Background: an optimization exercise with open tools, aiming at small area and a short achievable clock period. Do not read the settings as production practice.
The RTL was checked by simulation tests, not by an equivalence proof against the original design.
Power figures rest on the tool's default switching activity, not on a simulated workload.

run A:
// memoria_dados_nrisc
module memoria_dados_nrisc #(
  parameter int LARGURA_END = 8,
  parameter int LATENCIA    = 2
) (
  input  logic                   Clock,
  input  logic                   Reset_n,
  input  logic [LARGURA_END-1:0] EndMemDados,
  input  logic [7:0]             DadoEscritoMem,
  input  logic                   LerMem,
  input  logic                   EscMem,
  output logic [7:0]             DadoLidoMem,
  output logic                   Pronto,
  output logic                   Erro
  ,
  output logic [7:0]             PortaSaida
);
==> module memoria_dados_nrisc, before the edit <==
module memoria_dados_nrisc #(
  parameter int LARGURA_END = 8,
  parameter int LATENCIA    = 2
) (
  input  logic                   Clock,
  input  logic                   Reset_n,
  input  logic [LARGURA_END-1:0] EndMemDados,
  input  logic [7:0]             DadoEscritoMem,
  input  logic                   LerMem,
  input  logic                   EscMem,
  output logic [7:0]             DadoLidoMem,
  output logic                   Pronto,
  output logic                   Erro
  ,
  output logic [7:0]             PortaSaida
);
  localparam int S0 = 5;            
  localparam int NG = 256 >> S0;    
  logic ocioso_q, esp1_q, esp2_q, resp_q;
  logic [7:0] end_q, dado_q;
  logic       ler_q, esc_q;
  logic [7:0] lido_q, porta_q;
  logic       erro_q;
  logic [7:0] r0_q [NG];
  logic [7:0] r1_q;
  logic        rd_q, wrp_q;
  logic [15:0] whi_q, whin_q;
  logic [7:0] mem [255];
  logic [7:0] palavra [256];
  logic        req, so_ler, so_esc, eh_porta;
  logic [15:0] lo;
  assign req      = LerMem | EscMem;
  assign so_ler   = ler_q & ~esc_q;
  assign so_esc   = esc_q & ~ler_q;
  assign eh_porta = &end_q;
  always_ff @(posedge Clock or negedge Reset_n) begin
    if (!Reset_n) begin
      ocioso_q <= 1'b1;
      esp1_q   <= 1'b0;
      esp2_q   <= 1'b0;
      resp_q   <= 1'b0;
      erro_q   <= 1'b0;
      lido_q   <= '0;
      porta_q  <= '0;
      rd_q     <= 1'b0;
      wrp_q    <= 1'b0;
      whi_q    <= '0;
      whin_q   <= '1;
    end else begin
      ocioso_q <= (ocioso_q & ~req) | resp_q;
      esp1_q   <= ocioso_q & req;
      esp2_q   <= esp1_q;
      resp_q   <= esp2_q;
      erro_q   <= esp2_q & ler_q & esc_q;
      lido_q   <= rd_q ? r1_q : 8'h00;
      if (wrp_q)
        porta_q <= dado_q;
      rd_q     <= esp1_q & so_ler;
      wrp_q    <= esp1_q & so_esc & eh_porta;
      for (int i = 0; i < 16; i++) begin
        whi_q[i]  <=   esp1_q & so_esc & (end_q[7:4] == 4'(i));
        whin_q[i] <= ~(esp1_q & so_esc & (end_q[7:4] == 4'(i)));
      end
    end
  end
  always_ff @(posedge Clock) begin
    if (ocioso_q) begin
      end_q  <= EndMemDados;
      dado_q <= DadoEscritoMem;
      ler_q  <= LerMem;
      esc_q  <= EscMem;
    end
    for (int g = 0; g < NG; g++)
      r0_q[g] <= r0_d[g];
    r1_q <= r0_q[end_q[7:S0]];
  end
  always_comb
    for (int j = 0; j < 16; j++)
      lo[j] = (end_q[3:0] == 4'(j));
  logic [(1<<S0)-1:0] sel0;
  logic [7:0]         r0_d [NG];
  always_comb begin
    for (int k = 0; k < (1<<S0); k++)
      sel0[k] = (EndMemDados[S0-1:0] == S0'(k));
    for (int g = 0; g < NG; g++) begin
      r0_d[g] = '0;
      for (int k = 0; k < (1<<S0); k++)
        r0_d[g] = r0_d[g] | ({8{sel0[k]}} & palavra[g*(1<<S0) + k]);
    end
  end
  for (genvar w = 0; w < 256; w++) begin : g_palavra
    if (w == 255) begin : g_porta
      assign palavra[w] = porta_q;
    end else begin : g_mem
      logic we, keep;
      assign we   = whi_q[w >> 4] & lo[w & 15];
      assign keep = whin_q[w >> 4] | ~lo[w & 15];
      always_ff @(posedge Clock)
        mem[w] <= ({8{we}} & dado_q) | ({8{keep}} & mem[w]);
      assign palavra[w] = mem[w];
    end
  end
  assign DadoLidoMem = lido_q;
  assign Pronto      = resp_q;
  assign Erro        = erro_q;
  assign PortaSaida  = porta_q;
endmodule
Settings: LEC_CHECK=0, CAP_MARGIN=20, CORE_MARGIN=2, CORE_UTILIZATION=60, CTS_CLUSTER_DIAMETER=60, CTS_CLUSTER_SIZE=30, PLACE_DENSITY=0.7, SETUP_SLACK_MARGIN=1.8, SLEW_MARGIN=20; clock period 4.0 ns.
run.sh (not shown) runs the stock make flow with config.mk's settings and CLKGATE_MAP_FILE= SYNTH_SCRIPT=/design/flow/synth_recipe.tcl, a recipe that flattens the netlist after the stock synthesis.
The inputs of run B differ from those of run A as listed below.
==> flow/design.v <==
module memoria_dados_nrisc #(
  parameter int LARGURA_END = 8,
  parameter int LATENCIA    = 2
) (
  input  logic                   Clock,
  input  logic                   Reset_n,
  input  logic [LARGURA_END-1:0] EndMemDados,
  input  logic [7:0]             DadoEscritoMem,
  input  logic                   LerMem,
  input  logic                   EscMem,
  output logic [7:0]             DadoLidoMem,
  output logic                   Pronto,
  output logic                   Erro
  ,
  output logic [7:0]             PortaSaida
);
  logic ocioso_q, esp1_q, esp2_q, resp_q;
  logic [2:0]  grp_q;              
  logic [31:0] sel_q;              
  logic [7:0]  dado_q;
  logic        ler_q, esc_q;
  logic [7:0] lido_q, porta_q;
  logic       erro_q;
  logic [7:0] r1_q [8];
  logic       rd_q, wrp_q;
  logic [7:0] whi_q, whin_q;
  logic [7:0] mem [255];
  logic [7:0] palavra [256];
  logic [7:0] r1_d [8];
  logic req, so_ler, so_esc, eh_porta;
  assign req      = LerMem | EscMem;
  assign so_ler   = ler_q & ~esc_q;
  assign so_esc   = esc_q & ~ler_q;
  assign eh_porta = (&grp_q) & sel_q[31];
  always_ff @(posedge Clock or negedge Reset_n) begin
    if (!Reset_n) begin
      ocioso_q <= 1'b1;
      esp1_q   <= 1'b0;
      esp2_q   <= 1'b0;
      resp_q   <= 1'b0;
      erro_q   <= 1'b0;
      lido_q   <= '0;
      porta_q  <= '0;
      rd_q     <= 1'b0;
      wrp_q    <= 1'b0;
      whi_q    <= '0;
      whin_q   <= '1;
    end else begin
      ocioso_q <= ~((ocioso_q & req) | esp1_q | esp2_q);
      esp1_q   <= ocioso_q & req;
      esp2_q   <= esp1_q;
      resp_q   <= esp2_q;
      erro_q   <= esp2_q & ler_q & esc_q;
      lido_q   <= rd_q ? r1_q[grp_q] : 8'h00;
      if (wrp_q)
        porta_q <= dado_q;
      rd_q     <= esp1_q & so_ler;
      wrp_q    <= esp1_q & so_esc & eh_porta;
      for (int g = 0; g < 8; g++) begin
        whi_q[g]  <=   esp1_q & so_esc & (grp_q == 3'(g));
        whin_q[g] <= ~(esp1_q & so_esc & (grp_q == 3'(g)));
      end
    end
  end
  always_ff @(posedge Clock) begin
    if (ocioso_q) begin
      grp_q  <= EndMemDados[7:5];
      for (int k = 0; k < 32; k++)
        sel_q[k] <= (EndMemDados[4:0] == 5'(k));
      dado_q <= DadoEscritoMem;
      ler_q  <= LerMem;
      esc_q  <= EscMem;
    end
    for (int g = 0; g < 8; g++)
      r1_q[g] <= r1_d[g];
  end
  always_comb
    for (int g = 0; g < 8; g++) begin
      r1_d[g] = '0;
      for (int k = 0; k < 32; k++)
        r1_d[g] = r1_d[g] | ({8{sel_q[k]}} & palavra[g*32 + k]);
    end
  for (genvar w = 0; w < 256; w++) begin : g_palavra
    if (w == 255) begin : g_porta
      assign palavra[w] = porta_q;
    end else begin : g_mem
      logic we, keep;
      assign we   = whi_q[w >> 5] & sel_q[w & 31];
      assign keep = whin_q[w >> 5] | ~sel_q[w & 31];
      always_ff @(posedge Clock)
        mem[w] <= ({8{we}} & dado_q) | ({8{keep}} & mem[w]);
      assign palavra[w] = mem[w];
    end
  end
  assign DadoLidoMem = lido_q;
  assign Pronto      = resp_q;
  assign Erro        = erro_q;
  assign PortaSaida  = porta_q;
endmodule
--- outcome ---
Delta (run B minus run A): synthesized area saw little to no change; global-route usage down 6.6 points. Against run A, number of buffers outside the clock class in the layout in run B fell by more than 10%. Relative to run A, the routed wire length measured on run B has decreased by more than 10%. Worst setup slack: run B better than run A. Clock share of power, run B and run A, higher one = run A. Clock buffer count in the final layout, run B and run A: higher on run A.

[separate check: timing with driven ports]
Ports are ideal in the flow. The routed layouts listed here were re-timed in OpenROAD. Step 1 sets driving cells, clkbuf_16 on the clock port and buf_2 on the other inputs (assumed; they add their load-dependent delay and slew). Step 2, shift: input delay + t, output delay - t, t = (earliest + latest rising clock arrival at the registers) / 2. This alone moves slack from input paths to output paths. a / b / c = no drivers / after step 1 / after step 2; a / b = the first two.
| run | shift t [ns] | slack for setup (ns) | worst hold slack (ns) | clock arrival spread, ns |
|---|---|---|---|---|
| run A | 0.913 | 1.652 / 1.633 / 0.720 | 0.063 / 0.011 / 0.385 | 0.043 / 0.043 |
| run B | 0.873 | 1.747 / 1.688 / 1.572 | 0.200 / 0.136 / 0.415 | 0.052 / 0.051 |
After both steps setup and hold are still met in every run listed. For run A, which loses most, drivers alone change the setup slack by -0.019 ns; drivers and shift together by -0.932 ns.
